This design comes from an exercise in tuning for small area on the open sky130 flow, not from production work.
Only simulation tests tie the RTL to the original design; equivalence was not proved. The flow treats the clock pin as an ideal source, which a real chip does not have.

==> inputs of run a <==
==> flow/design.v <==
`default_nettype none
package resize_pkg;
  typedef logic [8-1:0] pixel_t;
  typedef logic [16-1:0] coord_t;
  typedef logic [15:0] step_t;
  typedef struct packed {
    pixel_t data;                        
    coord_t x;                           
    coord_t y;                           
  } fifo_item_t;
endpackage
`default_nettype wire
`timescale 1ns/1ps
`default_nettype none
import resize_pkg::*;
module resize_regs
(
  input  logic                          clk,
  input  logic                          rst_n,
  input  logic                          psel,
  input  logic                          penable,
  input  logic                          pwrite,
  input  logic [8-1:0]     paddr,
  input  logic [31:0]                   pwdata,
  output logic [31:0]                   prdata,
  output logic                          pready,
  output logic                          pslverr,
  input  logic [5-1:0] fifo_level,
  input  logic                          fifo_ovf,
  output logic                          enable,
  output resize_pkg::coord_t            src_w,
  output resize_pkg::coord_t            src_h,
  output resize_pkg::step_t             x_step,
  output resize_pkg::step_t             y_step,
  output logic                          ovf_clear
);
  logic        wr_en;                    
  logic        hit_ctrl;
  logic        hit_size;
  logic        hit_step;
  logic        hit_status;
  assign wr_en      = psel & penable & pwrite;
  assign hit_ctrl   = (paddr == 8'h00);
  assign hit_size   = (paddr == 8'h04);
  assign hit_step   = (paddr == 8'h08);
  assign hit_status = (paddr == 8'h0C);
  assign pready     = 1'b1;              
  assign pslverr    = ~(hit_ctrl | hit_size | hit_step | hit_status);
  assign ovf_clear  = wr_en & hit_status & pwdata[8];
  always_ff @(posedge clk)
  begin
    if (!rst_n)
    begin
      enable <= 1'b0;
      src_w  <= '0;
      src_h  <= '0;
      x_step <= 16'h0100;
      y_step <= 16'h0100;
    end
    else if (wr_en)
    begin
      if (hit_ctrl)
        enable <= pwdata[0];
      if (hit_size)
      begin
        src_w <= pwdata[15:0];
        src_h <= pwdata[31:16];
      end
      if (hit_step)
      begin
        x_step <= pwdata[15:0];
        y_step <= pwdata[31:16];
      end
    end
  end
  always_comb
  begin
    prdata = ({32{hit_ctrl}}   & {31'd0, enable})
           | ({32{hit_size}}   & {src_h, src_w})
           | ({32{hit_step}}   & {y_step, x_step})
           | ({32{hit_status}} & {23'd0, fifo_ovf, 3'd0, fifo_level});
  end
endmodule
`default_nettype wire
`timescale 1ns/1ps
`default_nettype none
import resize_pkg::*;
module resize_coord_map
(
  input  logic               clk,
  input  logic               rst_n,
  input  logic               enable,
  input  resize_pkg::coord_t src_w,
  input  resize_pkg::coord_t src_h,
  input  resize_pkg::step_t  x_step,
  input  resize_pkg::step_t  y_step,
  input  logic               pix_valid,
  input  resize_pkg::pixel_t pix_data,
  input  resize_pkg::coord_t pix_x,
  input  resize_pkg::coord_t pix_y,
  output logic               keep_valid,   
  output resize_pkg::pixel_t keep_data,    
  output resize_pkg::coord_t keep_x,
  output resize_pkg::coord_t keep_y,
  output logic               frame_done
);
  localparam int FRAC_W = 8;
  localparam int ACC_W  = 16 + FRAC_W;
  typedef logic [ACC_W-1:0] acc_t;
  acc_t               x_acc;
  acc_t               y_acc;
  resize_pkg::coord_t dst_x;
  resize_pkg::coord_t row_y;             
  logic               row_kept;          
  logic               row_start;
  logic               y_zero;
  logic               frame_start;
  logic               row_keep_new;      
  logic               row_keep_cur;
  logic               col_hit;
  logic               hit;
  logic               keep;
  resize_pkg::coord_t dst_y;
  resize_pkg::coord_t dst_y_cur;
  resize_pkg::coord_t row_y_cur;
  resize_pkg::coord_t dst_x_cur;
  logic               last_x;
  logic               last_y;
  logic               last_pix;
  logic               clr_row;           
  logic               clr_frame;         
  logic               new_row;           
  logic               hit_r;
  logic               row_add;           
  assign row_start   = (pix_x == '0);
  assign y_zero      = (pix_y == '0);
  assign frame_start = row_start & y_zero;
  assign row_keep_new = y_zero | (pix_y == y_acc[ACC_W-1:FRAC_W]);
  assign row_keep_cur = row_start ? row_keep_new : row_kept;
  assign col_hit      = row_start | (pix_x == x_acc[ACC_W-1:FRAC_W]);
  assign hit          = pix_valid & row_keep_cur & col_hit;
  assign keep         = hit & enable;
  assign dst_y     = row_y + resize_pkg::coord_t'(row_kept);
  assign dst_y_cur = frame_start ? '0 : dst_y;
  assign row_y_cur = row_start ? dst_y_cur : row_y;
  assign dst_x_cur = row_start ? '0 : dst_x;
  assign keep_data = pix_data;
  assign keep_x    = dst_x_cur;
  assign keep_y    = row_y_cur;
  always_comb
  begin
    last_x = pix_x[0] ^ src_w[0];
    last_y = pix_y[0] ^ src_h[0];
    for (int i = 0; i < 16 - 1; i++)
    begin
      last_x = last_x & ~((pix_x[i+1] ^ src_w[i+1]) ^ (pix_x[i] & ~src_w[i]));
      last_y = last_y & ~((pix_y[i+1] ^ src_h[i+1]) ^ (pix_y[i] & ~src_h[i]));
    end
  end
  assign last_pix = pix_valid & last_x & last_y;
  assign new_row   = pix_valid & row_start;
  assign clr_row   = new_row | ~rst_n;
  assign clr_frame = (new_row & y_zero) | ~rst_n;
  assign hit_r     = hit & rst_n;
  assign row_add   = new_row & row_keep_new & rst_n;
  always_ff @(posedge clk)
  begin
    x_acc <= (clr_row ? acc_t'(0) : x_acc) + (hit_r ? acc_t'(x_step) : acc_t'(0));
    dst_x <= (clr_row ? '0 : dst_x) + resize_pkg::coord_t'(hit_r);
    y_acc <= (clr_frame ? acc_t'(0) : y_acc) + (row_add ? acc_t'(y_step) : acc_t'(0));
    if (clr_row)
    begin
      row_kept <= row_add;
      row_y    <= clr_frame ? '0 : dst_y;
    end
  end
  always_ff @(posedge clk)
  begin
    if (!rst_n)
    begin
      keep_valid <= 1'b0;
      frame_done <= 1'b0;
    end
    else
    begin
      keep_valid <= keep;
      frame_done <= last_pix;
    end
  end
endmodule
`default_nettype wire
`timescale 1ns/1ps
`default_nettype none
import resize_pkg::*;
module pixel_fifo
#(
  parameter int DEPTH = 16   
)
(
  input  logic                          clk,
  input  logic                          rst_n,
  input  logic                          wr_valid,   
  input  resize_pkg::fifo_item_t        wr_item,    
  input  logic                          rd_ready,
  input  logic                          ovf_clear,
  output logic                          rd_valid,
  output resize_pkg::fifo_item_t        rd_item,
  output logic [5-1:0] level,
  output logic                          ovf
);
  localparam int AW     = $clog2(DEPTH);
  localparam int ITEM_W = 8 + 2 * 16;
  logic [ITEM_W-1:0] mem [0:DEPTH-1];
  logic [AW-1:0]     wr_ptr;
  logic [AW-1:0]     rd_ptr;
  logic              full;
  logic              pop;
  logic              wr_ok;
  logic [AW-1:0]     wr_ptr_nx;
  logic [AW-1:0]     rd_ptr_nx;
  logic              full_nx;
  assign level    = {full, wr_ptr - rd_ptr};
  assign rd_valid = full | (wr_ptr != rd_ptr);
  always_comb
  begin
    rd_item = '0;
    for (int i = 0; i < DEPTH; i++)
      rd_item = rd_item | ({ITEM_W{rd_ptr == AW'(i)}} & mem[i]);
  end
  assign pop       = rd_valid & rd_ready;
  assign wr_ok     = wr_valid & ~full;
  assign wr_ptr_nx = wr_ptr + AW'(wr_ok);
  assign rd_ptr_nx = rd_ptr + AW'(pop);
  assign full_nx   = ~pop & (full | (wr_ok & (wr_ptr_nx == rd_ptr)));
  always_ff @(posedge clk)
  begin
    if (!rst_n)
    begin
      wr_ptr <= '0;
      rd_ptr <= '0;
      full   <= 1'b0;
      ovf    <= 1'b0;
    end
    else
    begin
      wr_ptr <= wr_ptr_nx;
      rd_ptr <= rd_ptr_nx;
      full   <= full_nx;
      if (wr_valid && full)
        ovf <= 1'b1;
      else if (ovf_clear)
        ovf <= 1'b0;
    end
  end
  always_ff @(posedge clk)
  begin
    if (!full_nx)
      mem[wr_ptr_nx] <= wr_item;
  end
endmodule
`default_nettype wire
`timescale 1ns/1ps
`default_nettype none
import resize_pkg::*;
module resize_top
(
  input  logic                      clk,
  input  logic                      rst_n,
  input  logic                      psel,
  input  logic                      penable,
  input  logic                      pwrite,
  input  logic [8-1:0] paddr,
  input  logic [31:0]               pwdata,
  output logic [31:0]               prdata,
  output logic                      pready,
  output logic                      pslverr,
  input  logic                      pix_valid,
  input  resize_pkg::pixel_t                    pix_data,
  input  resize_pkg::coord_t                    pix_x,
  input  resize_pkg::coord_t                    pix_y,
  output logic                      out_valid,
  input  logic                      out_ready,
  output resize_pkg::pixel_t                    out_data,
  output resize_pkg::coord_t                    out_x,
  output resize_pkg::coord_t                    out_y,
  output logic                      frame_done
);
  logic   enable;
  resize_pkg::coord_t src_w;
  resize_pkg::coord_t src_h;
  resize_pkg::step_t  x_step;
  resize_pkg::step_t  y_step;
  logic   ovf_clear;
  logic   fifo_ovf;
  logic [5-1:0] fifo_level;
  logic       keep_valid;
  resize_pkg::pixel_t     keep_data;
  resize_pkg::coord_t     keep_x;
  resize_pkg::coord_t     keep_y;
  resize_pkg::fifo_item_t keep_item;
  resize_pkg::fifo_item_t out_item;
  resize_regs u_regs (
    .clk        (clk),
    .rst_n      (rst_n),
    .psel       (psel),
    .penable    (penable),
    .pwrite     (pwrite),
    .paddr      (paddr),
    .pwdata     (pwdata),
    .prdata     (prdata),
    .pready     (pready),
    .pslverr    (pslverr),
    .fifo_level (fifo_level),
    .fifo_ovf   (fifo_ovf),
    .enable     (enable),
    .src_w      (src_w),
    .src_h      (src_h),
    .x_step     (x_step),
    .y_step     (y_step),
    .ovf_clear  (ovf_clear)
  );
  resize_coord_map u_map (
    .clk        (clk),
    .rst_n      (rst_n),
    .enable     (enable),
    .src_w      (src_w),
    .src_h      (src_h),
    .x_step     (x_step),
    .y_step     (y_step),
    .pix_valid  (pix_valid),
    .pix_data   (pix_data),
    .pix_x      (pix_x),
    .pix_y      (pix_y),
    .keep_valid (keep_valid),
    .keep_data  (keep_data),
    .keep_x     (keep_x),
    .keep_y     (keep_y),
    .frame_done (frame_done)
  );
  assign keep_item = {keep_data, keep_x, keep_y};   
  pixel_fifo #(
    .DEPTH (16)
  ) u_fifo (
    .clk       (clk),
    .rst_n     (rst_n),
    .wr_valid  (keep_valid),
    .wr_item   (keep_item),
    .rd_ready  (out_ready),
    .ovf_clear (ovf_clear),
    .rd_valid  (out_valid),
    .rd_item   (out_item),
    .level     (fifo_level),
    .ovf       (fifo_ovf)
  );
  assign out_data = out_item.data;
  assign out_x    = out_item.x;
  assign out_y    = out_item.y;
endmodule
`default_nettype wire
==> flow/flow/run.sh <==
#!/bin/bash
# Standard ORFS layout with three changes:
#  - synthesis maps the logic with an area-oriented ABC script (flow/abc_area.script)
#    in place of ORFS's speed script; flip-flop mapping, flattening and naming are
#    the standard synthesis's (synth_recipe.tcl, unchanged)
#  - port buffers are sky130_fd_sc_hd__buf_1 instead of the resizer's default pick
#  - clock tree: larger sink clusters driven by clkbuf_16, no dummy loads
# Each make run writes its full output to a log file in this folder; ORFS's own
# per-step logs are under orfs/logs.
set -euo pipefail
W=$PWD
rm -rf "$W/scripts_area"
cp -r "$FLOW_HOME/scripts" "$W/scripts_area"
cp "$W/flow/abc_area.script" "$W/scripts_area/abc_speed.script"
bash standard.sh "SCRIPTS_DIR=$W/scripts_area" synth > "$W/make_synth.log" 2>&1
bash standard.sh \
  "BUFFER_PORTS_ARGS=-buffer_cell sky130_fd_sc_hd__buf_1" \
  "CTS_ARGS=-sink_clustering_enable -repair_clock_nets -sink_clustering_size 30 -sink_clustering_max_diameter 100 -buf_list sky130_fd_sc_hd__clkbuf_16 -dont_use_dummy_load" \
  finish > "$W/make_finish.log" 2>&1
==> flow/flow/abc_area.script <==
&get -n
&st
&dch -f
&nf -a -p -R 1000 -F 8 -A 4 -C 32
&st
&dch -f
&nf -a -p -R 1000 -F 8 -A 4 -C 32
&st
&syn2
&dch -f
&nf -a -p -R 1000 -F 8 -A 4 -C 32
&st
&synch2
&dch -f
&nf -a -p -R 1000 -F 8 -A 4 -C 32
&st
&dch -f
&nf -a -p -R 1000 -F 8 -A 4 -C 32
&put
topo
stime -c
dnsize -c
==> flow/standard.sh <==
#!/bin/bash
# synth_recipe.tcl (not shown) runs the flow's synth.tcl, then flattens the netlist and writes it again
# the make line also repeats each setting of config.mk as NAME=value (left out here)
make -C /OpenROAD-flow-scripts/flow DESIGN_CONFIG=/design/flow/config.mk WORK_HOME=/design/flow/orfs CLKGATE_MAP_FILE= SYNTH_SCRIPT=/design/flow/synth_recipe.tcl "${@:-finish}"
==> flow/config.mk <==
export PLATFORM = sky130hd
export DESIGN_NAME = resize_top
export DESIGN_NICKNAME = resize_top
export VERILOG_FILES = /design/flow/design.v
export SDC_FILE = /design/flow/constraint.sdc
export NUM_CORES = 4
export LEC_CHECK = 0
export CAP_MARGIN = 0
export CORE_MARGIN = 2
export CORE_UTILIZATION = 80
export PLACE_DENSITY = 0.9
export SLEW_MARGIN = 0
==> flow/constraint.sdc <==
create_clock -name core_clock -period 6.0 [get_ports {clk}]
set_input_delay 1.2000 -clock core_clock [delete_from_list [all_inputs] [get_ports {clk}]]
set_output_delay 1.2000 -clock core_clock [all_outputs]
set_load 0.01 [all_outputs]
==> run b: changes against run a <==
--- a/flow/design.v
+++ b/flow/design.v
@@ -126,4 +126,2 @@
   resize_pkg::coord_t dst_x_cur;
-  logic               last_x;
-  logic               last_y;
   logic               last_pix;
@@ -149,13 +147,4 @@
   assign keep_y    = row_y_cur;
-  always_comb
-  begin
-    last_x = pix_x[0] ^ src_w[0];
-    last_y = pix_y[0] ^ src_h[0];
-    for (int i = 0; i < 16 - 1; i++)
-    begin
-      last_x = last_x & ~((pix_x[i+1] ^ src_w[i+1]) ^ (pix_x[i] & ~src_w[i]));
-      last_y = last_y & ~((pix_y[i+1] ^ src_h[i+1]) ^ (pix_y[i] & ~src_h[i]));
-    end
-  end
-  assign last_pix = pix_valid & last_x & last_y;
+  assign last_pix = pix_valid && (pix_x == src_w - resize_pkg::coord_t'(1))
+                              && (pix_y == src_h - resize_pkg::coord_t'(1));
   assign new_row   = pix_valid & row_start;
==> flow/run.sh (new file) <==
#!/bin/bash
# synth_recipe.tcl (not shown) runs the flow's synth.tcl, then flattens the netlist and writes it again
# the make line also repeats each setting of config.mk as NAME=value (left out here)
make -C /OpenROAD-flow-scripts/flow DESIGN_CONFIG=/design/flow/config.mk WORK_HOME=/design/flow/orfs CLKGATE_MAP_FILE= SYNTH_SCRIPT=/design/flow/synth_recipe.tcl finish
- CORE_UTILIZATION: 80 -> 40
- CTS_BUF_LIST: default -> sky130_fd_sc_hd__clkbuf_8
- CTS_CLUSTER_SIZE: default -> 30
- PLACE_DENSITY: 0.9 -> default
removed: flow/flow/run.sh
removed: flow/flow/abc_area.script
removed: flow/standard.sh
==> run summary <==
status complete, no violations; Core Util, Final 0.475; end of the critical path out_x[12]; total length of routed met3 wires 8650 um; placed inst area 36600 um^2; # placed instances 3645
the above is filed under run b

==> run summary <==
total length of routed met3 wires between 15000 and 20000 um; status complete, no violations; placed inst area 33200 um^2; # placed instances about 2800; end of the critical path u_map.y_acc[22]$_DFF_P_; Placer Congestion between 0.9 and 1
the above is filed under run a

==> port drivers added, routing unchanged <==
Ports are ideal in the flow. The routed layouts listed here were re-timed in OpenROAD. Step 1 (the two cells are an assumption about what drives the block):
set clk [get_ports {clk}]
set_driving_cell -lib_cell sky130_fd_sc_hd__clkbuf_16 $clk
set_driving_cell -lib_cell sky130_fd_sc_hd__buf_2 [delete_from_list [all_inputs] $clk]
Step 2, shift: input delay + t, output delay - t, t = (earliest + latest rising clock arrival at the registers) / 2. This alone moves slack from input paths to output paths. Three values: no drivers, after step 1, after step 2; two values: the first two.
run	shift t [ns]	setup WS [ns]	hold WS [ns]
run a	0.686	0.375 / 0.414 / -0.272	0.475 / 0.475 / 0.475
run b	0.826	0.463 / 0.402 / 0.529	0.471 / 0.471 / 0.471
With both steps, setup timing fails in run a, where it was met with ideal ports. For run a, which loses most, drivers alone change the setup slack by +0.039 ns; drivers and shift together by -0.647 ns.
